What follows belongs to an exercise in optimizing a design on an open flow for small area and a short achievable clock period; a production flow would make more cautious choices. The RTL was checked by simulation tests, not by an equivalence proof against the original design. The flow treats the clock pin as an ideal source, which a real chip does not have.

## config.mk

```make
export PLATFORM = sky130hd
export DESIGN_NAME = cdb_broadcaster
export DESIGN_NICKNAME = cdb_broadcaster
export VERILOG_FILES = /design/flow/design.v
export SDC_FILE = /design/flow/constraint.sdc
export NUM_CORES = 4
export LEC_CHECK = 0
export CAP_MARGIN = 20
export CORE_MARGIN = 2
export CORE_UTILIZATION = 45
export CTS_BUF_LIST = sky130_fd_sc_hd__clkbuf_4 sky130_fd_sc_hd__clkbuf_8
export CTS_CLUSTER_SIZE = 16
export SLEW_MARGIN = 20
```

## constraint.sdc

```tcl
create_clock -name core_clock -period 55.0 [get_ports {clk}]
set_input_delay 11.0000 -clock core_clock [delete_from_list [all_inputs] [get_ports {clk}]]
set_output_delay 11.0000 -clock core_clock [all_outputs]
set_load 0.01 [all_outputs]
```

## design.v

```verilog
module cdb_broadcaster #(
  parameter int NUM_FU     = 8,
  parameter int NUM_CDB    = 2,
  parameter int BIT_WIDTH  = 32,
  parameter int TAG_WIDTH  = 8,
  parameter int FIFO_DEPTH = 2
) (
  input  logic                                clk,
  input  logic                                reset,
  input  logic [NUM_FU-1:0]                   fu_valid,
  output logic [NUM_FU-1:0]                   fu_ready,
  input  logic [NUM_FU-1:0][TAG_WIDTH-1:0]    fu_tag,
  input  logic [NUM_FU-1:0][BIT_WIDTH-1:0]    fu_value,
  output logic [NUM_CDB-1:0][TAG_WIDTH-1:0]   funcUnitTags,
  output logic [NUM_CDB-1:0][BIT_WIDTH-1:0]   funcUnitOut,
  output logic [NUM_CDB-1:0]                  valueReady
);
  localparam int FU_W  = (NUM_FU > 1) ? $clog2(NUM_FU) : 1;
  localparam int RES_W = TAG_WIDTH + BIT_WIDTH;
  logic [NUM_FU-1:0][RES_W-1:0] e0;    
  logic [NUM_FU-1:0][RES_W-1:0] e1;    
  logic [NUM_FU-1:0]            v0;
  logic [NUM_FU-1:0]            v1;
  logic [FU_W-1:0]              rr_ptr;
  logic [NUM_FU-1:0]            g0;    
  logic [NUM_FU-1:0]            g1;    
  logic [NUM_FU-1:0]            pop;
  logic [NUM_FU-1:0]            push;
  logic                         any0;
  logic                         any1;
  logic [NUM_FU-1:0]            last_g;
  logic [FU_W-1:0]              rr_nxt;
  logic [RES_W-1:0]             lane0_nxt;
  logic [RES_W-1:0]             lane1_nxt;
  logic [NUM_FU-1:0]            e0_hold;
  logic [NUM_FU-1:0]            e0_shift;
  logic [NUM_FU-1:0]            e0_load;
  logic [NUM_FU-1:0][RES_W-1:0] e0_nxt;
  always_comb begin
    for (int i = 0; i < NUM_FU; i++) begin
      fu_ready[i] = reset && !v1[i];
      push[i]     = fu_valid[i] && !v1[i];
    end
  end
  always_comb begin
    logic [2*NUM_FU-1:0] d;
    logic                seen1;
    logic                seen2;
    for (int i = 0; i < NUM_FU; i++) begin
      d[i]          = v0[i] && (i >= int'(rr_ptr));
      d[NUM_FU + i] = v0[i] && (i <  int'(rr_ptr));
    end
    g0    = '0;
    g1    = '0;
    seen1 = 1'b0;
    seen2 = 1'b0;
    for (int j = 0; j < 2*NUM_FU; j++) begin
      if (d[j] && !seen1)          g0[j % NUM_FU] = 1'b1;
      if (d[j] && seen1 && !seen2) g1[j % NUM_FU] = 1'b1;
      seen2 = seen2 || (seen1 && d[j]);
      seen1 = seen1 || d[j];
    end
    any0   = seen1;
    any1   = seen2;
    pop    = g0 | g1;
    last_g = any1 ? g1 : g0;
    rr_nxt = '0;
    for (int i = 0; i < NUM_FU; i++) begin
      if (last_g[i]) rr_nxt = rr_nxt | ((i == NUM_FU - 1) ? FU_W'(0) : FU_W'(i + 1));
    end
  end
  always_comb begin
    lane0_nxt = '0;
    lane1_nxt = '0;
    for (int i = 0; i < NUM_FU; i++) begin
      lane0_nxt = lane0_nxt | ({RES_W{g0[i]}} & e0[i]);
      lane1_nxt = lane1_nxt | ({RES_W{g1[i]}} & e0[i]);
    end
  end
  always_ff @(posedge clk or negedge reset) begin
    if (!reset) begin
      v0 <= '0;
      v1 <= '0;
    end else begin
      for (int i = 0; i < NUM_FU; i++) begin
        v0[i] <= v1[i] || push[i] || (v0[i] && !pop[i]);
        v1[i] <= v1[i] ? !pop[i] : (v0[i] && push[i] && !pop[i]);
      end
    end
  end
  always_comb begin
    for (int i = 0; i < NUM_FU; i++) begin
      e0_hold[i]  = v0[i] && !pop[i];
      e0_shift[i] = v1[i] && pop[i];
      e0_load[i]  = !v1[i] && !e0_hold[i];
      e0_nxt[i]   = ({RES_W{e0_hold[i]}}  & e0[i])
                  | ({RES_W{e0_shift[i]}} & e1[i])
                  | ({RES_W{e0_load[i]}}  & {fu_tag[i], fu_value[i]});
    end
  end
  always_ff @(posedge clk) begin
    for (int i = 0; i < NUM_FU; i++) begin
      e0[i] <= e0_nxt[i];
      if (!v1[i] || pop[i]) e1[i] <= {fu_tag[i], fu_value[i]};
    end
  end
  always_ff @(posedge clk or negedge reset) begin
    if (!reset) begin
      valueReady   <= '0;
      funcUnitTags <= '0;
      funcUnitOut  <= '0;
      rr_ptr       <= '0;
    end else begin
      valueReady[0]   <= any0;
      valueReady[1]   <= any1;
      funcUnitTags[0] <= lane0_nxt[RES_W-1:BIT_WIDTH];
      funcUnitOut[0]  <= lane0_nxt[BIT_WIDTH-1:0];
      funcUnitTags[1] <= lane1_nxt[RES_W-1:BIT_WIDTH];
      funcUnitOut[1]  <= lane1_nxt[BIT_WIDTH-1:0];
      if (any0) rr_ptr <= rr_nxt;
    end
  end
endmodule
```

## flow/run.sh

```bash
#!/bin/bash
# The standard layout with three changes:
#  - synthesis maps the logic with an area-oriented ABC script
#    (flow/abc_area.script); everything else in synthesis is the standard flow's own
#    script, so the registers are the standard synthesis's;
#  - the port buffers use the smallest buffer cell;
#  - after CTS, repair_timing runs once more asking for extra setup slack, to
#    shorten the reset -> fu_ready path (flow/post_cts.tcl).
set -euo pipefail
W=$(pwd)
cat "$W/flow/abc_override.tcl" "$W/synth_recipe.tcl" > "$W/my_synth.tcl"
export FLOW_ABC_SCRIPT="$W/flow/abc_area.script"
export FLOW_EXTRA_SETUP_MARGIN=32.7
bash standard.sh finish SYNTH_SCRIPT="$W/my_synth.tcl" \
  BUFFER_PORTS_ARGS="-buffer_cell sky130_fd_sc_hd__buf_1" \
  POST_CTS_TCL="$W/flow/post_cts.tcl" > standard_flow.log 2>&1
```

## flow/abc_area.script

```
strash
dch -f
amap
```

## flow/abc_override.tcl

```tcl
# Map the logic with an area-oriented ABC script instead of the speed one;
# every other argument of the flow's abc call is kept.
proc abc {args} {
  set i [lsearch -exact $args -script]
  if { $i >= 0 } {
    set args [lreplace $args [expr {$i + 1}] [expr {$i + 1}] $::env(FLOW_ABC_SCRIPT)]
  }
  puts "abc override: abc $args"
  yosys abc {*}$args
}
```

## flow/post_cts.tcl

```tcl
# After CTS: keep optimising the paths that set the achieved period. With the
# fixed 11 ns input and output delays, reset -> fu_ready is the longest path;
# asking repair_timing for extra setup slack makes it work on that path.
log_cmd repair_timing -setup -setup_margin $::env(FLOW_EXTRA_SETUP_MARGIN) -verbose
set result [catch { detailed_placement } msg]
if { $result != 0 } {
  error "Detailed placement failed after extra repair_timing: $msg"
}
check_placement -verbose
report_checks -path_delay max -group_path_count 3 -format full_clock_expanded
```

## standard.sh

```bash
#!/bin/bash
# synth_recipe.tcl (not shown) runs the flow's synth.tcl, then flattens the netlist and writes it again
# the make line also repeats each setting of config.mk as NAME=value (left out here)
make -C /OpenROAD-flow-scripts/flow DESIGN_CONFIG=/design/flow/config.mk WORK_HOME=/design/flow/orfs CLKGATE_MAP_FILE= SYNTH_SCRIPT=/design/flow/synth_recipe.tcl "${@:-finish}"
```

==> results of run 1 <==
==> cell type report <==
cell class,instances,area [um^2]
Inverter,408,1535
Fill cell,5149,26200
Clock inverter,25,151.4
Multi-Input combinational cell,911,7108
Tap cell,773,967.2
Clock buffer,198,2400
Sequential cell,741,18540
Timing Repair Buffer,477,2079
Antenna cell,13,32.53
==> cells by family after synthesis <==
logic type	Yosys count	synth area share
flip-flops	741	0.6890
AO/OA/AOI/OAI	687	0.2208
AND/OR/NAND/NOR	224	0.03333
buffers and inverters	408	0.05690
==> worst paths after layout <==
check	cells past startpoint	end
setup reg to reg	29	e0[257]$_DFF_P_
hold / removal	2	e0[159]$_DFF_P_
max in group asynchronous	3	v0[5]$_DFF_PN0_
setup / recovery	5	fu_ready[0]
hold reg to reg	2	e0[159]$_DFF_P_
min in group asynchronous	1	funcUnitOut[38]$_DFF_PN0_
==> flip-flops by register name, indices dropped and copies added (netlist names) <==
name / cells
rr_ptr: 3
e0: 320
v0: 8
e1: 320
v1: 8
funcUnitTags: 16
funcUnitOut: 64
valueReady: 2
==> cell usage after synthesis, types with 4 or more instances <==
cell type / n
nor2_1: 55
clkinv_1: 408
a221oi_1: 72
dfxtp_1: 320
a22oi_1: 52
a221o_1: 13
nor2b_1: 10
a21oi_1: 8
nand2b_1: 6
a222oi_1: 350
o211ai_1: 21
nand2_1: 142
o221ai_1: 51
nor3_1: 7
edfxtp_1: 320
o32ai_1: 4
dfrtp_1: 101
o21ai_0: 108
==> worst max-delay path, delay by kind of cell <==
kind	cells	cell delay [ns]
buf+inv	4	0.51
simple gates	1	0.08
==> per-stage QoR <==
| step | hold WS (ns) | area (um^2) |
|---|---|---|
| after floorplan | 0.4241 | 26910 |
| after global routing | 0.4599 | 32810 |
| after detailed placement | 0.4314 | 30130 |
| final | 0.4405 | 32820 |
| after global placement | 0.4260 | 30130 |
==> routing by layer <==
layer  track usage  vias to the layer above  wire [um]
met2        0.4721                     1473      44630
met3       0.08657                      224      12170
met1        0.4414                    11004      40910
met5             0                        -         31
met4        0.1422                        4       4181
li1              -                     9603          -
==> impl_metrics.env, run 1 <==
export IMPL_crit_start="reset"
export IMPL_finalCriticalPeriod_ns=22.59
export IMPL_syn_nets=2390
export IMPL_status="timing/DRC/antenna clean"
export IMPL_drv_slew=0
export IMPL_cp_arrival_ns=11.59
export IMPL_gp_congestion=0.9126
export IMPL_fin_ws_ns=32.41
export IMPL_dp_hpwl_um=66370
export IMPL_track_usage=0.3196
export IMPL_die_h_um=248.6
export IMPL_rsz0062_at_grt="no"
export IMPL_syn_area_um2=26910
export IMPL_grt_start_max_net_pins=44
export IMPL_async_flop_share=0.1363
export IMPL_grt_pass1_wl_um=146300
export IMPL_ioPinCount=420
export IMPL_drv_cap=0
export IMPL_fin_crit_sh=0.4107
export IMPL_r2r_slack_ns=47.90
export IMPL_cts_clk_slew_worst_paths_ns=0.07
export IMPL_fp_coreArea_um2=59020
export IMPL_path_cells="buf_16 > clkinvlp_4 > buf_6 > nor2_1 > buf_2"
export IMPL_worst_hold_path_type="reg -> reg"
export IMPL_slowest_delay_ns=0.16
export IMPL_holdCritStartpoint="e1[159]$_DFFE_PP_"
export IMPL_cpMaxStageDelayCell="buf_6"
export IMPL_synth_area_leaders="edfxtp_1 (36%), dfxtp_1 (24%), a222oi_1 (13%)"
export IMPL_slew_headroom=0.3014
export IMPL_crit_path_start_kind="input pin"
export IMPL_die_w_um=248.6
export IMPL_final_cell_mix="clkinv_1 (413), buf_1 (411), a222oi_1 (350)"
export IMPL_setup_viol=0
export IMPL_rows=89
export IMPL_syn_avg_cell_area_um2=13.06
export IMPL_seq_area_frac_synth=0.6890
export IMPL_synth_top_area_cell="edfxtp_1"
export IMPL_dr_first_iter_drc_count=4013
export IMPL_crit_reg2reg_launch="rr_ptr[2]$_DFFE_PN0P_"
export IMPL_first_pass_iters=11
export IMPL_yosys_register_bits=741
export IMPL_synth_top_area_frac=0.3570
export IMPL_timing_fmax_ghz=0.04427
export IMPL_antenna_left=0
export IMPL_crit_required_ns=44.00
export IMPL_start_util=0.4560
export IMPL_nets=2988
export IMPL_detail_route_wl_per_cell_um=28.74
export IMPL_insertion_delay_ns=0.74
export IMPL_cp_max_fo=5
export IMPL_syn_to_final_growth_pct=21.93
export IMPL_cts_sinks=741
export IMPL_drcViolationCount=0
export IMPL_hold_violations=0
export IMPL_ys_warn_count=1
export IMPL_ys_flop_type="edfxtp_1"
export IMPL_layout_cells_most_common="clkinv_1"
export IMPL_skew_ns=0.03168
export IMPL_synth_edff_count=320
export IMPL_wl_um=101900
export IMPL_synth_cells=2060
export IMPL_placed_cells=3306
export IMPL_finalNonFillerCells=3546
export IMPL_yosysUniqueCellTypes=28
export IMPL_cts_tree="done"
export IMPL_drive_gt1_frac=0.1174
export IMPL_dieArea_um2=61780
export IMPL_grt_antenna_before_repair=16
export IMPL_overflow=0
export IMPL_crit_type="in -> out"
export IMPL_viasPerCell=6.291
export IMPL_vias=22308
export IMPL_tightest_slew_ns=1.048
export IMPL_setup_tns_ns=0
export IMPL_grt_pass1_vias=21711
export IMPL_dp_worst_setup_slack_ns=31.20
export IMPL_utilization=0.5560
export IMPL_cp_end_kind="primary output"
export IMPL_portBuffers=419
==> run 2: changes to the inputs <==
--- a/config.mk
+++ b/config.mk
@@ -7,7 +7,7 @@
 export LEC_CHECK = 0
 export CAP_MARGIN = 20
 export CORE_MARGIN = 2
-export CORE_UTILIZATION = 45
+export CORE_UTILIZATION = 55
 export CTS_BUF_LIST = sky130_fd_sc_hd__clkbuf_4 sky130_fd_sc_hd__clkbuf_8
 export CTS_CLUSTER_SIZE = 16
 export SLEW_MARGIN = 20
==> run 2 against run 1 <==
- register-to-register slack hardly changed
- synthesized area stayed put
- maximum frequency is 0.38% higher
- first-iteration DRC count is 8.4% higher
- count of clock-buffer cells in the layout is 1 lower
==> impl_metrics.env, run 2 <==
export IMPL_critPathTopFamily="buffers and inverters"
export IMPL_gp_congestion=1.028
export IMPL_cpMaxStageDelayCell="clkinvlp_4"
export IMPL_ys_flop_type="edfxtp_1"
export IMPL_tightest_slew_ns=1.168
export IMPL_grt_pass1_wl_um=138000
export IMPL_syn_area_um2=26910
export IMPL_yosys_register_bits=741
export IMPL_syn_to_final_growth_pct=21.08
export IMPL_fillers=3814
export IMPL_cp_end_kind="primary output"
export IMPL_hold_violations=0
export IMPL_grt_start_max_net_pins=48
export IMPL_drcViolationCount=0
export IMPL_dr_wl_met2_um=42280
export IMPL_synth_area_leaders="edfxtp_1 (36%), dfxtp_1 (24%), a222oi_1 (13%)"
export IMPL_crit_path_start_kind="input pin"
export IMPL_netlist_top_cells_count="clkinv_1 (408), a222oi_1 (350), dfxtp_1 (320), edfxtp_1 (320), nand2_1 (142)"
export IMPL_start_util=0.5532
export IMPL_cts_clk_slew_worst_paths_ns=0.07
export IMPL_dieArea_um2=50720
export IMPL_crit_type="in -> out"
export IMPL_timing_fmax_ghz=0.04443
export IMPL_grt_pass1_vias=21159
export IMPL_fp_coreArea_um2=48650
export IMPL_final_cell_mix="clkinv_1 (411), buf_1 (410), a222oi_1 (350)"
export IMPL_yosysMostFrequentCell="clkinv_1"
export IMPL_rsz0062_at_grt="no"
export IMPL_crit_required_ns=44.00
export IMPL_wl_um=96430
export IMPL_dr_first_iter_drc_count=4352
export IMPL_first_pass_iters=11
export IMPL_cp_num_buf_inv=3
export IMPL_synth_top_area_cell="edfxtp_1"
export IMPL_synth_cells=2060
export IMPL_drive_gt1_frac=0.1152
export IMPL_rows=81
export IMPL_setup_viol=0
export IMPL_layout_cells_most_common="clkinv_1"
export IMPL_reg_largest_list="e0 (320), e1 (320), funcUnitOut (64)"
export IMPL_track_usage=0.3731
export IMPL_cts_tree="done"
export IMPL_skew_ns=0.02243
export IMPL_ys_warn_count=1
export IMPL_wl_met3_um=13780
export IMPL_async_flop_share=0.1363
export IMPL_grt_antenna_before_repair=19
export IMPL_cp_arrival_ns=11.51
export IMPL_fin_crit_sh=0.4092
export IMPL_die_h_um=225.2
export IMPL_top_layer="met5"
export IMPL_synth_top_area_frac=0.3570
export IMPL_cts_sinks=741
export IMPL_die_w_um=225.2
export IMPL_synth_edff_count=320
export IMPL_status="timing/DRC/antenna clean"
export IMPL_dp_hpwl_um=63360
export IMPL_antenna_left=0
export IMPL_finalCriticalPeriod_ns=22.51
export IMPL_slew_headroom=0.2130
export IMPL_vias=22484
export IMPL_met1_length_um=37870
export IMPL_cp_max_fo=8
export IMPL_overflow=0
export IMPL_portBuffers=419
export IMPL_syn_nets=2390
export IMPL_seq_area_frac_synth=0.6890
export IMPL_worst_hold_path_type="reg -> reg"
export IMPL_syn_avg_cell_area_um2=13.06
export IMPL_path_cells="buf_16 > clkinvlp_4 > nor2_1 > buf_2"
export IMPL_ioPinCount=420
export IMPL_setup_tns_ns=0
export IMPL_slowest_delay_ns=0.15
export IMPL_drv_slew=0
export IMPL_nets=2978
export IMPL_drv_cap=0
export IMPL_utilization=0.6699
export IMPL_viasPerCell=6.640
export IMPL_detail_route_wl_per_cell_um=28.48
export IMPL_yosysUniqueCellTypes=28
export IMPL_insertion_delay_ns=0.73
-- run 2: final timing paths --
check	startpoint	cells after the start	endpoint	slack (ns)
max	reset	4	fu_ready[0]	32.49
min	e1[149]$_DFFE_PP_	2	e0[149]$_DFF_P_	0.44
max reg2reg	rr_ptr[2]$_DFFE_PN0P_	29	e0[274]$_DFF_P_	47.90
min reg2reg	e1[149]$_DFFE_PP_	2	e0[149]$_DFF_P_	0.44
max in group asynchronous	reset	3	v1[7]$_DFF_PN0_	43.64
min in group asynchronous	reset	1	funcUnitOut[0]$_DFF_PN0_	10.12
-- run 2: logic make-up after synthesis --
group	count (synthesis)	share of synthesized area
AOI/OAI and AO/OA	687	0.2208
buffers and inverters	408	0.05690
DFF	741	0.6890
and+or+nand+nor	224	0.03333
-- run 2: final cells by class --
| class | instances | area (um^2) | area share |
|---|---|---|---|
| Clock inverter | 25 | 181.4 | 0.005567 |
| Sequential cell | 741 | 18540 | 0.5690 |
| Timing Repair Buffer | 469 | 2037 | 0.06251 |
| Antenna cell | 13 | 32.53 | 0.0009983 |
| Inverter | 408 | 1535 | 0.04711 |
| Multi-Input combinational cell | 911 | 7101 | 0.2179 |
| Clock buffer | 197 | 2380 | 0.07303 |
| Tap cell | 622 | 778.2 | 0.02388 |
-- run 2: metrics by stage --
stage / cell area, um^2 / hold slack (ns) / setup WS [ns] / std cells
after floorplan: 26910 / 0.4241 / 32.67 / 2060
after global placement: 29860 / 0.4265 / 31.52 / 3147
after detailed placement: 29900 / 0.4323 / 31.42 / 3148
after global routing: 32580 / 0.4631 / 32.42 / 3382
final: 32590 / 0.4391 / 32.49 / 3386
-- run 2: worst min-delay path: stages, from the launching register on --
cell	delay, ns
edfxtp_1	0.32
a222oi_1	0.06
clkinv_1	0.04
-- run 2: routing by layer --
layer | vias to the layer above | global-route usage
li1 | 9604 | -
met4 | 12 | 0.1075
met1 | 11049 | 0.5220
met3 | 165 | 0.1269
met5 | - | 0.02151
met2 | 1654 | 0.5525
==> run 3: changes to the inputs <==
--- a/config.mk
+++ b/config.mk
@@ -7,7 +7,8 @@
 export LEC_CHECK = 0
 export CAP_MARGIN = 20
 export CORE_MARGIN = 2
-export CORE_UTILIZATION = 55
-export CTS_BUF_LIST = sky130_fd_sc_hd__clkbuf_4 sky130_fd_sc_hd__clkbuf_8
-export CTS_CLUSTER_SIZE = 16
+export CORE_UTILIZATION = 45
+export CTS_BUF_LIST = sky130_fd_sc_hd__clkbuf_8
+export CTS_CLUSTER_DIAMETER = 80
+export CTS_CLUSTER_SIZE = 14
 export SLEW_MARGIN = 20
==> run 3 against run 2 <==
- global-route usage down 5.8 points
- cell count up 1.4%
- via count down 2.3%
- routed wire length up 4.6%
- maximum frequency down 0.39%
- clock skew up 0.034 ns
- synthesized cell count unchanged
- hold slack worse by 0.0086 ns
==> impl_metrics.env, run 3 <==
export IMPL_cts_clk_slew_worst_paths_ns=0.10
export IMPL_cp_arrival_ns=11.59
export IMPL_grt_antenna_before_repair=19
export IMPL_cts_sinks=741
export IMPL_tightest_slew_ns=0.9925
export IMPL_whs_ns=0.4304
export IMPL_drcViolationCount=0
export IMPL_rsz0062_at_grt="no"
export IMPL_cts_tree="done"
export IMPL_overflow=0
export IMPL_grt_pass1_vias=21110
export IMPL_setup_viol=0
export IMPL_drv_slew=0
export IMPL_syn_nets=2390
export IMPL_synth_top_area_cell="edfxtp_1"
export IMPL_placed_area_um2=30130
export IMPL_start_util=0.4560
export IMPL_crit_type="in -> out"
export IMPL_timing_fmax_ghz=0.04426
export IMPL_seq_area_frac_synth=0.6890
export IMPL_hold_violations=0
export IMPL_final_cell_mix="buf_1 (411), clkinv_1 (406), a222oi_1 (350)"
export IMPL_fillers=5288
export IMPL_multiInputGateArea_um2=7108
export IMPL_die_w_um=248.6
export IMPL_syn_to_final_growth_pct=16.19
export IMPL_dieArea_um2=61780
export IMPL_vias=21967
export IMPL_yosys_register_bits=741
export IMPL_ys_flop_type="edfxtp_1"
export IMPL_syn_area_um2=26910
export IMPL_yosysUniqueCellTypes=28
export IMPL_ys_warn_count=1
export IMPL_grt_pass1_wl_um=144500
export IMPL_worst_hold_path_type="reg -> reg"
export IMPL_gp_congestion=0.9126
export IMPL_skew_ns=0.05621
export IMPL_drv_cap=0
export IMPL_fp_coreArea_um2=59020
export IMPL_viasPerCell=6.397
export IMPL_dp_worst_setup_slack_ns=31.20
export IMPL_crit_path_start_kind="input pin"
export IMPL_wl_um=100900
export IMPL_synth_top_area_frac=0.3570
export IMPL_dp_hpwl_um=66370
export IMPL_slew_headroom=0.3384
export IMPL_yosysMostFrequentCell="clkinv_1"
export IMPL_rows=89
export IMPL_portBuffers=419
export IMPL_cp_end_kind="primary output"
export IMPL_crit_required_ns=44.00
export IMPL_die_h_um=248.6
export IMPL_async_flop_share=0.1363
export IMPL_status="timing/DRC/antenna clean"
export IMPL_synth_edff_count=320
export IMPL_finalInstanceArea_um2=31270
export IMPL_setup_tns_ns=0
export IMPL_r2r_slack_ns=47.87
export IMPL_layout_cells_most_common="buf_1"
export IMPL_nets=2927
export IMPL_regArea_um2=18540
export IMPL_drive_gt1_frac=0.06354
export IMPL_insertion_delay_ns=0.73
export IMPL_netlist_top_cells_count="clkinv_1 (408), a222oi_1 (350), dfxtp_1 (320), edfxtp_1 (320), nand2_1 (142)"
export IMPL_ioPinCount=420
export IMPL_synth_cells=2060
export IMPL_reg_largest_list="e0 (320), e1 (320), funcUnitOut (64)"
export IMPL_fin_crit_sh=0.4108
export IMPL_fin_ws_ns=32.41
export IMPL_detail_route_wl_per_cell_um=29.37
export IMPL_track_usage=0.3152
export IMPL_cp_max_fo=5
export IMPL_syn_avg_cell_area_um2=13.06
export IMPL_antenna_left=0
export IMPL_finalCriticalPeriod_ns=22.59
export IMPL_first_pass_iters=11
export IMPL_synth_area_leaders="edfxtp_1 (36%), dfxtp_1 (24%), a222oi_1 (13%)"
export IMPL_dr_first_iter_drc_count=4052
export IMPL_grt_start_max_net_pins=44
-- run 3: per-stage QoR --
step	utilization	instances
after global placement	0.5105	3306
after global routing	0.5297	3431
after floorplan	-	2060
final	0.5298	3434
after detailed placement	0.5105	3306
-- run 3: critical path, stage by stage --
cell	delay (ns)
buf_16	0.09
clkinvlp_4	0.12
buf_6	0.16
nor2_1	0.08
buf_2	0.14
-- run 3: area by class of cell --
type | instances | area share
clock inverter | 48 | 0.005882
tap | 773 | 0.03093
clock buffer | 59 | 0.02597
inverter | 408 | 0.04909
timing repair buffer | 477 | 0.06650
antenna | 17 | 0.001360
multi-input combinational | 911 | 0.2273
sequential | 741 | 0.5930
-- run 3: per-layer routing --
metal  vias up  global-route usage  wire, um
met2      1414              0.4717     44690
met4         2              0.1203      3795
li1       9430                   -         -
met3       186             0.07840     11770
met5         -                   0        13
met1     10935              0.4425     40580
-- run 3: final timing paths --
path                                        from                          to  cells past startpoint
min reg2reg                     e1[87]$_DFFE_PP_              e0[87]$_DFF_P_                      2
min in group asynchronous                  reset  funcUnitTags[15]$_DFF_PN0_                      1
min                             e1[87]$_DFFE_PP_              e0[87]$_DFF_P_                      2
max                                        reset                 fu_ready[0]                      5
max reg2reg                rr_ptr[2]$_DFFE_PN0P_             e0[257]$_DFF_P_                     29
max in group asynchronous                  reset   funcUnitOut[50]$_DFF_PN0_                      3
-- run 3: cells by family after synthesis --
logic type             synth area share
AND/OR/NAND/NOR                 0.03333
flip-flops                       0.6890
buffers and inverters           0.05690
AO/OA/AOI/OAI                    0.2208
==> run 4: changes to the inputs <==
--- a/config.mk
+++ b/config.mk
@@ -10,5 +10,5 @@
 export CORE_UTILIZATION = 45
 export CTS_BUF_LIST = sky130_fd_sc_hd__clkbuf_8
 export CTS_CLUSTER_DIAMETER = 80
-export CTS_CLUSTER_SIZE = 14
+export CTS_CLUSTER_SIZE = 17
 export SLEW_MARGIN = 20
==> run 4 against run 3 <==
- still clean
- via count hardly changed
- core utilization fell by 0.20 points
- die area unchanged
- first-iteration DRC count up 4.9%
- critical path type unchanged
==> impl_metrics.env, run 4 <==
export IMPL_async_flop_share=0.1363
export IMPL_cts_sinks=741
export IMPL_synth_top_area_frac=0.3570
export IMPL_whs_path_depth=2
export IMPL_holdCritStartpoint="e1[89]$_DFFE_PP_"
export IMPL_grt_antenna_before_repair=19
export IMPL_cpMaxStageDelayCell="buf_6"
export IMPL_detail_route_wl_per_cell_um=29.27
export IMPL_insertion_delay_ns=0.71
export IMPL_seq_area_frac_synth=0.6890
export IMPL_whs_endpoint="e0[89]$_DFF_P_"
export IMPL_synth_top_area_cell="edfxtp_1"
export IMPL_path_cells="buf_16 > clkinvlp_4 > buf_6 > nor2_1 > buf_2"
export IMPL_worst_hold_path_type="reg -> reg"
export IMPL_rsz0062_at_grt="no"
export IMPL_yosys_register_bits=741
export IMPL_antenna_left=0
export IMPL_finalInstanceArea_um2=31150
export IMPL_crit_required_ns=44.00
export IMPL_timing_fmax_ghz=0.04426
export IMPL_drv_slew=0
export IMPL_ioPinCount=420
export IMPL_synth_edff_count=320
export IMPL_vias=21956
export IMPL_utilization=0.5279
export IMPL_syn_to_final_growth_pct=15.76
export IMPL_yosysUniqueCellTypes=28
export IMPL_r2r_cells=29
export IMPL_cp_max_fo=5
export IMPL_fillers=5285
export IMPL_hold_violations=0
export IMPL_status="timing/DRC/antenna clean"
export IMPL_fp_coreArea_um2=59020
export IMPL_yosysMostFrequentCell="clkinv_1"
export IMPL_wl_um=100100
export IMPL_grt_pass1_vias=20954
export IMPL_finalCriticalPeriod_ns=22.59
export IMPL_grt_pass1_wl_um=143300
export IMPL_reg2reg_to="e0[253]$_DFF_P_"
export IMPL_final_cell_mix="buf_1 (411), clkinv_1 (406), a222oi_1 (350)"
export IMPL_fin_ws_ns=32.41
export IMPL_die_w_um=248.6
export IMPL_gp_congestion=0.9126
export IMPL_track_usage=0.3126
export IMPL_start_util=0.4560
export IMPL_grt_start_max_net_pins=44
export IMPL_dr_wl_met2_um=44500
export IMPL_portBuffers=419
export IMPL_placed_area_um2=30130
export IMPL_r2r_slack_ns=47.95
export IMPL_synth_area_leaders="edfxtp_1 (36%), dfxtp_1 (24%), a222oi_1 (13%)"
export IMPL_drv_cap=0
export IMPL_syn_nets=2390
export IMPL_cp_arrival_ns=11.59
export IMPL_drcViolationCount=0
export IMPL_nets=2918
export IMPL_whs_ns=0.4491
export IMPL_syn_area_um2=26910
export IMPL_rows=89
export IMPL_cp_end_kind="primary output"
export IMPL_top_layer="met5"
export IMPL_cts_tree="done"
export IMPL_dp_hpwl_um=66370
export IMPL_crit_reg2reg_launch="rr_ptr[2]$_DFFE_PN0P_"
export IMPL_die_h_um=248.6
export IMPL_setup_viol=0
export IMPL_fin_crit_sh=0.4108
export IMPL_crit_path_start_kind="input pin"
export IMPL_met1_length_um=40420
export IMPL_ys_warn_count=1
export IMPL_ys_flop_type="edfxtp_1"
export IMPL_viasPerCell=6.424
export IMPL_syn_avg_cell_area_um2=13.06
export IMPL_drive_gt1_frac=0.06200
export IMPL_setup_tns_ns=0
export IMPL_wl_met3_um=11880
export IMPL_synth_cells=2060
export IMPL_skew_ns=0.03725
export IMPL_crit_type="in -> out"
export IMPL_slowest_delay_ns=0.16
export IMPL_cts_clk_slew_worst_paths_ns=0.11
export IMPL_first_pass_iters=14
export IMPL_dr_first_iter_drc_count=4251
export IMPL_layout_cells_most_common="buf_1"
export IMPL_netlist_top_cells_count="clkinv_1 (408), a222oi_1 (350), dfxtp_1 (320), edfxtp_1 (320), nand2_1 (142)"
export IMPL_slew_headroom=0.3338
export IMPL_dieArea_um2=61780
export IMPL_dp_worst_setup_slack_ns=31.20
export IMPL_overflow=0
export IMPL_reg_largest_list="e0 (320), e1 (320), funcUnitOut (64)"
export IMPL_tightest_slew_ns=0.9993
[run 4: cell counts after synthesis]
No cell type changed its count.
[run 4: area by class of cell]
| cell class | count | area (um^2) | area share |
|---|---|---|---|
| timing repair buffer | 477 | 2079 | 0.06675 |
| multi-input combinational | 911 | 7108 | 0.2282 |
| inverter | 408 | 1535 | 0.04928 |
| clock buffer | 53 | 729.5 | 0.02341 |
| clock inverter | 39 | 151.4 | 0.004860 |
| tap | 773 | 967.2 | 0.03105 |
| sequential | 741 | 18540 | 0.5952 |
| antenna | 16 | 40.04 | 0.001285 |
[run 4: critical path, delay by kind of cell]
| kind | cells | cell delay [ns] |
|---|---|---|
| buf+inv | 4 | 0.51 |
| simple gates | 1 | 0.08 |
[run 4: metrics by stage]
step	instances
2_1_floorplan	2060
5_1_grt	3414
3_5_place_dp	3306
3_3_place_gp	3306
6_report	3418
[run 4: layer usage]
| metal | vias to the layer above | track usage |
|---|---|---|
| met5 | - | 0 |
| met1 | 10954 | 0.4466 |
| met3 | 178 | 0.07348 |
| met4 | 8 | 0.1114 |
| met2 | 1414 | 0.4661 |
| li1 | 9402 | - |
[run 4: worst max path at each step]
| stage | start | to | slack [ns] | cells past startpoint |
|---|---|---|---|---|
| 2_1_floorplan | reset | fu_ready[0] | 32.67 | 2 |
| 3_3_place_gp | reset | fu_ready[3] | 31.27 | 4 |
| 3_5_place_dp | reset | fu_ready[3] | 31.20 | 4 |
| 5_1_grt | reset | fu_ready[2] | 32.34 | 5 |
| 6_report | reset | fu_ready[0] | 32.41 | 5 |
[run 4: logic make-up (layout without fill, tap and decap cells)]
group	Yosys count	count (layout)	share of synthesized area
flip-flops	741	741	0.6890
other	0	16	0
buffers and inverters	408	977	0.05690
AND/OR/NAND/NOR	224	224	0.03333
AO/OA/AOI/OAI	687	687	0.2208
==> run 5: changes to the inputs <==
--- a/flow/run.sh
+++ b/flow/run.sh
@@ -10,7 +10,7 @@
 W=$(pwd)
 cat "$W/flow/abc_override.tcl" "$W/synth_recipe.tcl" > "$W/my_synth.tcl"
 export FLOW_ABC_SCRIPT="$W/flow/abc_area.script"
-export FLOW_EXTRA_SETUP_MARGIN=32.7
+export FLOW_EXTRA_SETUP_MARGIN=33.0
 bash standard.sh finish SYNTH_SCRIPT="$W/my_synth.tcl" \
   BUFFER_PORTS_ARGS="-buffer_cell sky130_fd_sc_hd__buf_1" \
   POST_CTS_TCL="$W/flow/post_cts.tcl" > standard_flow.log 2>&1
--- a/config.mk
+++ b/config.mk
@@ -5,10 +5,10 @@
 export SDC_FILE = /design/flow/constraint.sdc
 export NUM_CORES = 4
 export LEC_CHECK = 0
-export CAP_MARGIN = 20
+export CAP_MARGIN = 10
 export CORE_MARGIN = 2
 export CORE_UTILIZATION = 45
 export CTS_BUF_LIST = sky130_fd_sc_hd__clkbuf_8
 export CTS_CLUSTER_DIAMETER = 80
-export CTS_CLUSTER_SIZE = 17
-export SLEW_MARGIN = 20
+export CTS_CLUSTER_SIZE = 14
+export SLEW_MARGIN = 10
==> run 5 against run 4 <==
- still clean
- maximum frequency barely moved
- worst setup slack lost 0.00070 ns
- hold slack got worse by 0.019 ns
- critical path type unchanged
- critical endpoint unchanged
- largest cell class unchanged
==> impl_metrics.env, run 5 <==
export IMPL_status="timing/DRC/antenna clean"
export IMPL_grt_start_max_net_pins=44
export IMPL_portBuffers=419
export IMPL_cts_clk_slew_worst_paths_ns=0.10
export IMPL_synth_cells=2060
export IMPL_fin_crit_sh=0.4108
export IMPL_yosys_register_bits=741
export IMPL_fin_ws_ns=32.41
export IMPL_gp_congestion=0.9126
export IMPL_cp_arrival_ns=11.59
export IMPL_drv_cap=0
export IMPL_whs_endpoint="e0[87]$_DFF_P_"
export IMPL_r2r_slack_ns=47.87
export IMPL_synth_top_area_frac=0.3570
export IMPL_r2r_cells=29
export IMPL_wl_um=100900
export IMPL_vias=21967
export IMPL_skew_ns=0.05621
export IMPL_drcViolationCount=0
export IMPL_detail_route_wl_per_cell_um=29.37
export IMPL_dp_hpwl_um=66370
export IMPL_netlist_top_cells_count="clkinv_1 (408), a222oi_1 (350), dfxtp_1 (320), edfxtp_1 (320), nand2_1 (142)"
export IMPL_first_pass_iters=11
export IMPL_seq_area_frac_synth=0.6890
export IMPL_die_w_um=248.6
export IMPL_grt_pass1_wl_um=144500
export IMPL_hold_violations=0
export IMPL_rows=89
export IMPL_holdCritStartpoint="e1[87]$_DFFE_PP_"
export IMPL_insertion_delay_ns=0.73
export IMPL_whs_path_depth=2
export IMPL_cp_end_kind="primary output"
export IMPL_dr_first_iter_drc_count=4052
export IMPL_antenna_left=0
export IMPL_whs_ns=0.4304
export IMPL_crit_required_ns=44.00
export IMPL_fp_coreArea_um2=59020
export IMPL_layout_cells_most_common="buf_1"
export IMPL_slew_headroom=0.3384
export IMPL_syn_to_final_growth_pct=16.19
export IMPL_final_cell_mix="buf_1 (411), clkinv_1 (406), a222oi_1 (350)"
export IMPL_synth_area_leaders="edfxtp_1 (36%), dfxtp_1 (24%), a222oi_1 (13%)"
export IMPL_yosysUniqueCellTypes=28
export IMPL_setup_tns_ns=0
export IMPL_syn_avg_cell_area_um2=13.06
export IMPL_setup_viol=0
export IMPL_tightest_slew_ns=0.9925
export IMPL_cts_sinks=741
export IMPL_dieArea_um2=61780
export IMPL_crit_path_start_kind="input pin"
export IMPL_worst_hold_path_type="reg -> reg"
export IMPL_nets=2927
export IMPL_ys_warn_count=1
export IMPL_async_flop_share=0.1363
export IMPL_yosysMostFrequentCell="clkinv_1"
export IMPL_synth_edff_count=320
export IMPL_start_util=0.4560
export IMPL_drv_slew=0
export IMPL_crit_reg2reg_launch="rr_ptr[2]$_DFFE_PN0P_"
export IMPL_syn_nets=2390
export IMPL_cts_tree="done"
export IMPL_ys_flop_type="edfxtp_1"
export IMPL_finalCriticalPeriod_ns=22.59
export IMPL_dp_worst_setup_slack_ns=31.20
export IMPL_crit_type="in -> out"
export IMPL_overflow=0
export IMPL_reg_largest_list="e0 (320), e1 (320), funcUnitOut (64)"
export IMPL_track_usage=0.3152
export IMPL_ioPinCount=420
export IMPL_synth_top_area_cell="edfxtp_1"
export IMPL_grt_antenna_before_repair=19
export IMPL_drive_gt1_frac=0.06354
export IMPL_syn_area_um2=26910
export IMPL_timing_fmax_ghz=0.04426
export IMPL_viasPerCell=6.397
export IMPL_cp_max_fo=5
export IMPL_grt_pass1_vias=21110
export IMPL_die_h_um=248.6
export IMPL_reg2reg_to="e0[257]$_DFF_P_"
export IMPL_rsz0062_at_grt="no"
export IMPL_utilization=0.5298
## run 5: cell counts after synthesis
No cell type changed its count.
## run 5: area by class of cell
cell class                 count  area [um^2]
fill                        5288        27750
tap                          773        967.2
clock buffer                  59        812.0
inverter                     408         1535
sequential                   741        18540
clock inverter                48        183.9
multi-input combinational    911         7108
timing repair buffer         477         2079
antenna                       17        42.54
## run 5: cells by family after synthesis
family,share of synthesized area
AOI/OAI and AO/OA,0.2208
buffers and inverters,0.05690
DFF,0.6890
and+or+nand+nor,0.03333
## run 5: through the flow
stage / area, um^2 / std cells
after global routing: 31260 / 3431
after detailed placement: 30130 / 3306
final: 31270 / 3434
after floorplan: 26910 / 2060
after global placement: 30130 / 3306
## run 5: routing by layer
layer	part of all wire	wire length, um	track usage	up-vias
met5	0.00013	13	0	-
met4	0.038	3795	0.1203	2
met3	0.12	11770	0.07840	186
met2	0.44	44690	0.4717	1414
met1	0.40	40580	0.4425	10935
li1	-	-	-	9430
## run 5: how the worst max path moves through the flow
stage | slack [ns] | start | endpoint
2_1_floorplan | 32.67 | reset | fu_ready[0]
3_3_place_gp | 31.27 | reset | fu_ready[3]
3_5_place_dp | 31.20 | reset | fu_ready[3]
5_1_grt | 32.35 | reset | fu_ready[2]
6_report | 32.41 | reset | fu_ready[0]
## run 5: critical path: stages
cell and delay (ns):
buf_16 0.09, clkinvlp_4 0.12, buf_6 0.16, nor2_1 0.08, buf_2 0.14
==> run 6: changes to the inputs <==
--- a/config.mk
+++ b/config.mk
@@ -5,10 +5,10 @@
 export SDC_FILE = /design/flow/constraint.sdc
 export NUM_CORES = 4
 export LEC_CHECK = 0
-export CAP_MARGIN = 10
+export CAP_MARGIN = 0
 export CORE_MARGIN = 2
 export CORE_UTILIZATION = 45
 export CTS_BUF_LIST = sky130_fd_sc_hd__clkbuf_8
 export CTS_CLUSTER_DIAMETER = 80
 export CTS_CLUSTER_SIZE = 14
-export SLEW_MARGIN = 10
+export SLEW_MARGIN = 0
==> run 6 against run 5 <==
- worst setup slack unchanged
- count of clock-buffer cells in the layout did not move
- first-iteration DRC count unchanged
- synthesized cell count unchanged
- non-clock buffer count is the same
- routed wire length unchanged
- global-route usage did not move
- critical endpoint unchanged
- highest routed layer unchanged
==> impl_metrics.env, run 6 <==
export IMPL_dp_hpwl_um=66370
export IMPL_portBuffers=419
export IMPL_wl_um=100900
export IMPL_synth_edff_count=320
export IMPL_finalInstanceArea_um2=31270
export IMPL_async_flop_share=0.1363
export IMPL_drv_cap=0
export IMPL_syn_area_um2=26910
export IMPL_yosysUniqueCellTypes=28
export IMPL_rsz0062_at_grt="no"
export IMPL_crit_required_ns=44.00
export IMPL_nets=2927
export IMPL_cp_max_fo=5
export IMPL_timing_fmax_ghz=0.04426
export IMPL_dieArea_um2=61780
export IMPL_crit_path_start_kind="input pin"
export IMPL_grt_start_max_net_pins=44
export IMPL_ioPinCount=420
export IMPL_dr_first_iter_drc_count=4052
export IMPL_ys_warn_count=1
export IMPL_finalCriticalPeriod_ns=22.59
export IMPL_slowest_delay_ns=0.16
export IMPL_viasPerCell=6.397
export IMPL_crit_type="in -> out"
export IMPL_netlist_top_cells_count="clkinv_1 (408), a222oi_1 (350), dfxtp_1 (320), edfxtp_1 (320), nand2_1 (142)"
export IMPL_synth_top_area_cell="edfxtp_1"
export IMPL_drcViolationCount=0
export IMPL_grt_pass1_wl_um=144500
export IMPL_hold_violations=0
export IMPL_first_pass_iters=11
export IMPL_slew_headroom=0.3384
export IMPL_critPathTopFamily="buffers and inverters"
export IMPL_fp_coreArea_um2=59020
export IMPL_cts_sinks=741
export IMPL_seq_area_frac_synth=0.6890
export IMPL_detail_route_wl_per_cell_um=29.37
export IMPL_cts_clk_slew_worst_paths_ns=0.10
export IMPL_start_util=0.4560
export IMPL_drv_slew=0
export IMPL_cp_arrival_ns=11.59
export IMPL_antenna_left=0
export IMPL_final_cell_mix="buf_1 (411), clkinv_1 (406), a222oi_1 (350)"
export IMPL_yosysMostFrequentCell="clkinv_1"
export IMPL_rows=89
export IMPL_drive_gt1_frac=0.06354
export IMPL_cp_end_kind="primary output"
export IMPL_layout_cells_most_common="buf_1"
export IMPL_grt_pass1_vias=21110
export IMPL_synth_cells=2060
export IMPL_die_h_um=248.6
export IMPL_syn_to_final_growth_pct=16.19
export IMPL_tightest_slew_ns=0.9925
export IMPL_utilization=0.5298
export IMPL_setup_tns_ns=0
export IMPL_path_cells="buf_16 > clkinvlp_4 > buf_6 > nor2_1 > buf_2"
export IMPL_cp_num_buf_inv=4
export IMPL_overflow=0
export IMPL_worst_hold_path_type="reg -> reg"
export IMPL_gp_congestion=0.9126
export IMPL_syn_nets=2390
export IMPL_skew_ns=0.05621
export IMPL_setup_viol=0
export IMPL_cpMaxStageDelayCell="buf_6"
export IMPL_synth_top_area_frac=0.3570
export IMPL_placed_area_um2=30130
export IMPL_cts_tree="done"
export IMPL_ys_flop_type="edfxtp_1"
export IMPL_synth_area_leaders="edfxtp_1 (36%), dfxtp_1 (24%), a222oi_1 (13%)"
export IMPL_reg_largest_list="e0 (320), e1 (320), funcUnitOut (64)"
export IMPL_die_w_um=248.6
export IMPL_vias=21967
export IMPL_track_usage=0.3152
export IMPL_yosys_register_bits=741
export IMPL_syn_avg_cell_area_um2=13.06
export IMPL_grt_antenna_before_repair=19
export IMPL_status="timing/DRC/antenna clean"
export IMPL_fin_crit_sh=0.4108
export IMPL_insertion_delay_ns=0.73
==> run 6: cell counts in the layout (fill, tap and decap cells not counted) <==
No cell type changed its count.
==> run 6: through the flow <==
| stage | std cells | setup slack [ns] | hold WS, ns |
|---|---|---|---|
| 3_5_place_dp | 3306 | 31.20 | 0.4314 |
| 3_3_place_gp | 3306 | 31.27 | 0.4260 |
| 5_1_grt | 3431 | 32.35 | 0.4548 |
| 6_report | 3434 | 32.41 | 0.4304 |
| 2_1_floorplan | 2060 | 32.67 | 0.4241 |
==> run 6: worst paths after layout <==
kind,from,end,slack [ns],depth (start not counted)
min in group asynchronous,reset,funcUnitTags[15]$_DFF_PN0_,10.12,1
worst min register to register,e1[87]$_DFFE_PP_,e0[87]$_DFF_P_,0.43,2
worst max register to register,rr_ptr[2]$_DFFE_PN0P_,e0[257]$_DFF_P_,47.87,29
worst max-delay path,reset,fu_ready[0],32.41,5
worst min-delay path,e1[87]$_DFFE_PP_,e0[87]$_DFF_P_,0.43,2
max in group asynchronous,reset,funcUnitOut[50]$_DFF_PN0_,43.73,3
==> run 6: kinds of logic (layout without fill, tap and decap cells) <==
family | count (synthesis) | after routing | synth area share
flops | 741 | 741 | 0.6890
simple gates | 224 | 224 | 0.03333
buf+inv | 408 | 992 | 0.05690
other cells | 0 | 17 | 0
compound gates | 687 | 687 | 0.2208
==> run 6: tightest hold or removal path: cells and delay by family, from the launching register on <==
kind / cells / cell delay (ns)
flops: 1 / 0.33
compound gates: 1 / 0.06
buf+inv: 1 / 0.04
==> run 6: final cells by class <==
type / count / area, um^2
Sequential cell: 741 / 18540
Antenna cell: 17 / 42.54
Timing Repair Buffer: 477 / 2079
Clock buffer: 59 / 812.0
Tap cell: 773 / 967.2
Clock inverter: 48 / 183.9
Multi-Input combinational cell: 911 / 7108
Inverter: 408 / 1535
Fill cell: 5288 / 27750
==> run 6: layer usage <==
layer / part of all wire / vias to the layer above / routed length [um] / track usage
met3: 0.12 / 186 / 11770 / 0.07840
met4: 0.038 / 2 / 3795 / 0.1203
met1: 0.40 / 10935 / 40580 / 0.4425
met2: 0.44 / 1414 / 44690 / 0.4717
li1: - / 9430 / - / -
met5: 0.00013 / - / 13 / 0
==> run 7: changes to the inputs <==
--- a/flow/run.sh
+++ b/flow/run.sh
@@ -10,7 +10,7 @@
 W=$(pwd)
 cat "$W/flow/abc_override.tcl" "$W/synth_recipe.tcl" > "$W/my_synth.tcl"
 export FLOW_ABC_SCRIPT="$W/flow/abc_area.script"
-export FLOW_EXTRA_SETUP_MARGIN=33.0
+export FLOW_EXTRA_SETUP_MARGIN=32.7
 bash standard.sh finish SYNTH_SCRIPT="$W/my_synth.tcl" \
   BUFFER_PORTS_ARGS="-buffer_cell sky130_fd_sc_hd__buf_1" \
   POST_CTS_TCL="$W/flow/post_cts.tcl" > standard_flow.log 2>&1
==> flow/abc_area.script (replaced) <==
&get -n
&st
&syn2
&dch -f
&nf -R 1000
&put
--- a/config.mk
+++ b/config.mk
@@ -5,10 +5,10 @@
 export SDC_FILE = /design/flow/constraint.sdc
 export NUM_CORES = 4
 export LEC_CHECK = 0
-export CAP_MARGIN = 0
+export CAP_MARGIN = 20
 export CORE_MARGIN = 2
 export CORE_UTILIZATION = 45
 export CTS_BUF_LIST = sky130_fd_sc_hd__clkbuf_8
 export CTS_CLUSTER_DIAMETER = 80
 export CTS_CLUSTER_SIZE = 14
-export SLEW_MARGIN = 0
+export SLEW_MARGIN = 20
==> run 7 against run 6 <==
- global-route usage rose by 1.9 points
- worst setup slack better by 0.075 ns
- largest cell class unchanged
- critical endpoint is now fu_ready[2]
- die area is 0.43% higher
- hold slack improved by 0.028 ns
- flip-flop and latch count unchanged
==> impl_metrics.env, run 7 <==
export IMPL_setup_tns_ns=0
export IMPL_async_flop_share=0.1363
export IMPL_fp_coreArea_um2=59240
export IMPL_synth_top_area_frac=0.3555
export IMPL_first_pass_iters=13
export IMPL_path_depth=4
export IMPL_crit_path_start_kind="input pin"
export IMPL_fin_crit_sh=0.4094
export IMPL_insertion_delay_ns=0.73
export IMPL_synth_cells=2159
export IMPL_yosysUniqueCellTypes=36
export IMPL_syn_area_um2=27030
export IMPL_synth_area_leaders="edfxtp_1 (36%), dfxtp_1 (24%), dfrtp_1 (9.4%)"
export IMPL_finalCriticalPeriod_ns=22.52
export IMPL_seq_area_frac_synth=0.6860
export IMPL_nets=3012
export IMPL_synth_top_area_cell="edfxtp_1"
export IMPL_ys_flop_type="edfxtp_1"
export IMPL_skew_ns=0.03172
export IMPL_setup_viol=0
export IMPL_finalNonFillerCells=3528
export IMPL_die_w_um=249.1
export IMPL_gp_congestion=0.8942
export IMPL_grt_pass1_wl_um=151100
export IMPL_cts_tree="done"
export IMPL_critPathTopFamily="buffers and inverters"
export IMPL_synth_edff_count=320
export IMPL_holdCritStartpoint="e1[181]$_DFFE_PP_"
export IMPL_overflow=0
export IMPL_viasPerCell=6.430
export IMPL_wl_um=106900
export IMPL_crit_top_cell="buf_16"
export IMPL_detail_route_wl_per_cell_um=30.29
export IMPL_crit_required_ns=44.00
export IMPL_cts_clk_slew_worst_paths_ns=0.09
export IMPL_slowest_delay_ns=0.14
export IMPL_dieArea_um2=62040
export IMPL_reg2reg_to="e0[164]$_DFF_P_"
export IMPL_syn_avg_cell_area_um2=12.52
export IMPL_layout_cells_most_common="nand2_1"
export IMPL_placed_cells=3389
export IMPL_grt_start_max_net_pins=44
export IMPL_antenna_left=0
export IMPL_timing_fmax_ghz=0.04441
export IMPL_final_cell_mix="nand2_1 (526), buf_1 (412), dfxtp_1 (320), edfxtp_1 (320), a222oi_1 (232)"
export IMPL_whs_path_depth=2
export IMPL_finalInstanceArea_um2=31410
export IMPL_yosys_register_bits=741
export IMPL_dp_hpwl_um=59640
export IMPL_cp_num_buf_inv=3
export IMPL_ioPinCount=420
export IMPL_track_usage=0.3345
export IMPL_syn_nets=2489
export IMPL_drive_gt1_frac=0.05857
export IMPL_hold_violations=0
export IMPL_rsz0062_at_grt="no"
export IMPL_drv_cap=0
export IMPL_drv_slew=0
export IMPL_grt_pass1_vias=21964
export IMPL_cpMaxStageDelayCell="clkbuf_2"
export IMPL_netlist_top_cells_count="nand2_1 (535), dfxtp_1 (320), edfxtp_1 (320)"
export IMPL_reg_largest_list="e0 (320), e1 (320), funcUnitOut (64)"
export IMPL_cp_max_fo=9
export IMPL_cts_sinks=741
export IMPL_rows=89
export IMPL_whs_endpoint="e0[181]$_DFF_P_"
export IMPL_r2r_cells=22
export IMPL_crit_reg2reg_launch="rr_ptr[0]$_DFFE_PN0P_"
export IMPL_cp_arrival_ns=11.52
export IMPL_vias=22686
export IMPL_portBuffers=419
export IMPL_yosysMostFrequentCell="nand2_1"
export IMPL_syn_to_final_growth_pct=16.22
export IMPL_slew_headroom=0.3222
export IMPL_path_cells="buf_16 > buf_16 > nor2b_1 > clkbuf_2"
export IMPL_placed_area_um2=30190
export IMPL_dr_first_iter_drc_count=4083
export IMPL_r2r_slack_ns=47.92
export IMPL_grt_antenna_before_repair=26
export IMPL_utilization=0.5303
export IMPL_tightest_slew_ns=1.017
export IMPL_drcViolationCount=0
export IMPL_ys_warn_count=1
export IMPL_crit_type="in -> out"
export IMPL_worst_hold_path_type="reg -> reg"
export IMPL_start_util=0.4563
export IMPL_cp_end_kind="primary output"
export IMPL_status="timing/DRC/antenna clean"
export IMPL_die_h_um=249.1
-- run 7: cell types whose count changed in the layout (fill, tap and decap cells not counted), moves of 20 or more --
cell / delta
clkinv_1: -284
a21boi_0: +33
a222oi_1: -118
nand3_1: +71
a221oi_1: -52
a221o_1: +27
o21ai_0: -103
nand2_1: +392
a22oi_1: +163
a22o_1: +20
o221ai_1: -51
-- run 7: final cells by class --
cell class | instances | area, um^2
timing repair buffer | 463 | 2024
multi-input combinational | 1296 | 8358
sequential | 741 | 18540
antenna | 23 | 57.56
clock buffer | 58 | 798.3
inverter | 122 | 457.9
tap | 773 | 967.2
fill | 5355 | 27830
clock inverter | 52 | 207.7
-- run 7: per-stage QoR --
step | hold WS [ns] | setup slack, ns
after detailed placement | 0.4357 | 31.07
after global routing | 0.4797 | 32.47
after global placement | 0.4312 | 31.16
final | 0.4580 | 32.48
after floorplan | 0.4282 | 32.80
-- run 7: metal layers --
layer  track usage  share of wire
met5             0        0.00088
met4        0.1466          0.041
met2        0.5199           0.45
met1        0.4433           0.39
met3       0.08757           0.12
-- run 7: cell families (layout without fill, tap and decap cells) --
family | Yosys count | in the layout | share of synthesized area
AOI/OAI and AO/OA | 598 | 598 | 0.1915
muxes | 1 | 1 | 0.0004166
and+or+nand+nor | 697 | 697 | 0.1051
other | 0 | 23 | 0
DFF | 741 | 741 | 0.6860
buffers and inverters | 122 | 695 | 0.01694
-- run 7: worst min-delay path, stage by stage (launching register included) --
cell and delay, ns:
edfxtp_1 0.33, a222oi_1 0.06, clkinv_1 0.04
-- run 7: worst max-delay path by stage --
| stage | from | to |
|---|---|---|
| 3_5_place_dp | reset | fu_ready[2] |
| 2_1_floorplan | reset | fu_ready[0] |
| 5_1_grt | reset | fu_ready[2] |
| 6_report | reset | fu_ready[2] |
| 3_3_place_gp | reset | fu_ready[6] |
==> run 8: changes to the inputs <==
==> flow/run.sh (replaced) <==
#!/bin/bash
# The standard layout with two changes:
#  - synthesis maps the logic with an area-oriented ABC script
#    (flow/abc_area.script); everything else in synthesis is the standard flow's own
#    script, so the registers are the standard synthesis's;
#  - the port buffers use the smallest buffer cell.
set -euo pipefail
W=$(pwd)
cat "$W/flow/abc_override.tcl" "$W/synth_recipe.tcl" > "$W/my_synth.tcl"
export FLOW_ABC_SCRIPT="$W/flow/abc_area.script"
bash standard.sh finish SYNTH_SCRIPT="$W/my_synth.tcl" \
  BUFFER_PORTS_ARGS="-buffer_cell sky130_fd_sc_hd__buf_1" > standard_flow.log 2>&1
--- a/config.mk
+++ b/config.mk
@@ -7,8 +7,5 @@
 export LEC_CHECK = 0
 export CAP_MARGIN = 20
 export CORE_MARGIN = 2
-export CORE_UTILIZATION = 45
-export CTS_BUF_LIST = sky130_fd_sc_hd__clkbuf_8
-export CTS_CLUSTER_DIAMETER = 80
-export CTS_CLUSTER_SIZE = 14
+export CORE_UTILIZATION = 55
 export SLEW_MARGIN = 20
removed: flow/post_cts.tcl
==> run 8 against run 7 <==
- highest routed layer unchanged
- cell count decreased by 2.4%
- still clean on timing, DRC and antenna
- via count increased by 2.4%
==> impl_metrics.env, run 8 <==
export IMPL_status="timing/DRC/antenna clean"
export IMPL_grt_pass1_vias=22142
export IMPL_fp_coreArea_um2=48750
export IMPL_crit_start="reset"
export IMPL_wl_um=106000
export IMPL_syn_nets=2489
export IMPL_synth_top_area_cell="edfxtp_1"
export IMPL_cts_sinks=741
export IMPL_critPathTopFamily="buffers and inverters"
export IMPL_r2r_slack_ns=48.61
export IMPL_worstSetupEndpoint="fu_ready[2]"
export IMPL_first_pass_iters=10
export IMPL_fin_crit_sh=0.4161
export IMPL_multiInputGateArea_um2=8343
export IMPL_drv_slew=0
export IMPL_ys_warn_count=1
export IMPL_cts_htree_levels=3
export IMPL_die_h_um=225.7
export IMPL_insertion_delay_ns=0.62
export IMPL_track_usage=0.4093
export IMPL_synth_cells=2159
export IMPL_fillers=3856
export IMPL_grt_start_max_net_pins=44
export IMPL_cts_resized=0
export IMPL_crit_reg2reg_launch="rr_ptr[0]$_DFFE_PN0P_"
export IMPL_ys_flop_type="edfxtp_1"
export IMPL_regArea_um2=18540
export IMPL_hold_violations=0
export IMPL_overflow=0
export IMPL_yosys_register_bits=741
export IMPL_die_w_um=225.7
export IMPL_nets=3028
export IMPL_synth_top_area_frac=0.3555
export IMPL_cp_num_buf_inv=2
export IMPL_reg_largest_list="e0 (320), e1 (320), funcUnitOut (64)"
export IMPL_yosysUniqueCellTypes=36
export IMPL_tightest_slew_ns=1.035
export IMPL_worst_hold_path_type="reg -> reg"
export IMPL_grt_pass1_wl_um=148500
export IMPL_syn_avg_cell_area_um2=12.52
export IMPL_dr_first_iter_drc_count=4181
export IMPL_cts_tree="done"
export IMPL_grt_antenna_before_repair=33
export IMPL_async_flop_share=0.1363
export IMPL_drv_cap=0
export IMPL_detail_route_wl_per_cell_um=30.80
export IMPL_antenna_left=0
export IMPL_r2r_cells=22
export IMPL_layout_cells_most_common="nand2_1"
export IMPL_finalInstanceArea_um2=32460
export IMPL_syn_area_um2=27030
export IMPL_path_cells="clkbuf_4 > nor2b_1 > buf_1"
export IMPL_seq_area_frac_synth=0.6860
export IMPL_cp_end_kind="primary output"
export IMPL_rsz0062_at_grt="no"
export IMPL_drive_gt1_frac=0.07143
export IMPL_slowest_delay_ns=0.46
export IMPL_dp_worst_setup_slack_ns=32.09
export IMPL_cp_arrival_ns=11.89
export IMPL_slew_headroom=0.3082
export IMPL_finalCriticalPeriod_ns=22.89
export IMPL_rows=81
export IMPL_cp_max_fo=39
export IMPL_path_depth=3
export IMPL_setup_viol=0
export IMPL_ioPinCount=420
export IMPL_synth_edff_count=320
export IMPL_fin_ws_ns=32.11
export IMPL_yosysMostFrequentCell="nand2_1"
export IMPL_timing_fmax_ghz=0.04370
export IMPL_portBuffers=419
export IMPL_numCtsBuffers=76
export IMPL_clockBufferDepth=3
export IMPL_gp_congestion=0.8778
export IMPL_crit_type="in -> out"
export IMPL_skew_ns=0.02386
export IMPL_cpMaxStageDelayCell="clkbuf_4"
export IMPL_start_util=0.5545
export IMPL_reg2reg_to="e0[263]$_DFF_P_"
export IMPL_crit_path_start_kind="input pin"
export IMPL_whs_ns=0.4546
export IMPL_cts_root_buf="clkbuf_16"
export IMPL_final_cell_mix="nand2_1 (526), buf_1 (418), dfxtp_1 (320), edfxtp_1 (320), a222oi_1 (232)"
export IMPL_drcViolationCount=0
export IMPL_vias=23239
export IMPL_setup_tns_ns=0
export IMPL_netlist_top_cells_count="nand2_1 (535), dfxtp_1 (320), edfxtp_1 (320)"
export IMPL_crit_required_ns=44.00
export IMPL_dieArea_um2=50930
export IMPL_syn_to_final_growth_pct=20.11
export IMPL_placed_area_um2=30070
export IMPL_dp_hpwl_um=58110
export IMPL_viasPerCell=6.752
export IMPL_cts_hold_fix_buffers=0
export IMPL_synth_area_leaders="edfxtp_1 (36%), dfxtp_1 (24%), dfrtp_1 (9.4%)"
export IMPL_cts_setup_buffers=0
export IMPL_cts_clk_slew_worst_paths_ns=0.06
run 8: worst min-delay path by stage:
stage / start / to / slack [ns] / cells after the start
finish: e1[175]$_DFFE_PP_ / e0[175]$_DFF_P_ / 0.45 / 2
global route: e1[175]$_DFFE_PP_ / e0[175]$_DFF_P_ / 0.46 / 2
CTS: e1[175]$_DFFE_PP_ / e0[175]$_DFF_P_ / 0.46 / 2
detailed placement: e1[182]$_DFFE_PP_ / e0[182]$_DFF_P_ / 0.44 / 2
global placement: e1[185]$_DFFE_PP_ / e0[185]$_DFF_P_ / 0.43 / 2
floorplan: e1[160]$_DFFE_PP_ / e0[160]$_DFF_P_ / 0.43 / 2
run 8: cell families (layout without fill, tap and decap cells):
logic type / count (synthesis) / in the layout / synth area share
and+or+nand+nor: 697 / 697 / 0.1051
AOI/OAI and AO/OA: 598 / 598 / 0.1915
DFF: 741 / 741 / 0.6860
other: 0 / 20 / 0
buffers and inverters: 122 / 721 / 0.01694
muxes: 1 / 1 / 0.0004166
run 8: stage by stage:
stage          utilization  std cells
5_1_grt             0.6656       3434
6_report            0.6660       3442
3_3_place_gp        0.6167       3284
2_1_floorplan            -       2159
4_1_cts             0.6649       3422
3_5_place_dp        0.6167       3284
run 8: layout make-up:
type | instances | share of cell area
inverter | 122 | 0.01411
clock inverter | 22 | 0.003507
clock buffer | 116 | 0.06883
multi-input combinational | 1296 | 0.2570
timing repair buffer | 461 | 0.05827
antenna | 20 | 0.001542
tap | 664 | 0.02559
sequential | 741 | 0.5712
run 8: per-layer routing:
metal	share of wire	global-route usage	vias up	wire length [um]
met1	0.37	0.5350	11369	38860
met3	0.14	0.1284	333	15070
met2	0.44	0.6185	1827	47000
met5	0.0018	0	-	190
met4	0.046	0.2044	30	4916
li1	-	-	9680	-
run 8: worst register-to-register path: cells and delay by family, from the launching register on:
family / cells / cell delay, ns
AOI/OAI and AO/OA: 4 / 1.24
buffers and inverters: 2 / 0.85
DFF: 1 / 0.56
and+or+nand+nor: 16 / 3.70

[re-timing with driven ports]
The results above use ideal ports. As a check the final layouts listed here were re-extracted and re-timed, cells and wires unchanged.
Step 1, drivers: a clkbuf_16 drives clk and a buf_2 each remaining input, both assumed.
Step 2 moves the port delays by t, midway between the first and last clock arrival at a register: inputs arrive t later, outputs are due t later. That takes back most of the time a late clock gives input paths.
a / b / c = ideal ports / drivers / drivers and shift; a / b = the first two.
run | t (ns) | setup slack, ns | worst setup path at the end | worst data-port slew with drivers (ns) | pins driven straight from the clock port
run 1 | 0.777 | 32.409 / 32.119 / 32.119 | input to output | 0.32 | 1
run 2 | 0.778 | 32.495 / 32.171 / 32.171 | input to output | 0.36 | 1
run 3 | 0.752 | 32.406 / 32.117 / 32.117 | input to output | 0.31 | 1
run 4 | 0.748 | 32.406 / 32.127 / 32.127 | input to output | 0.30 | 1
run 5 | 0.752 | 32.406 / 32.117 / 32.117 | input to output | 0.31 | 1
run 6 | 0.752 | 32.406 / 32.117 / 32.117 | input to output | 0.31 | 1
run 7 | 0.780 | 32.481 / 32.241 / 32.241 | input to output | 0.28 | 1
run 8 | 0.674 | 32.115 / 32.076 / 32.076 | input to output | 0.12 | 1
After both steps every run listed still meets setup and hold. For run 2, which loses most, drivers alone change the setup slack by -0.324 ns; drivers and shift together by -0.324 ns.
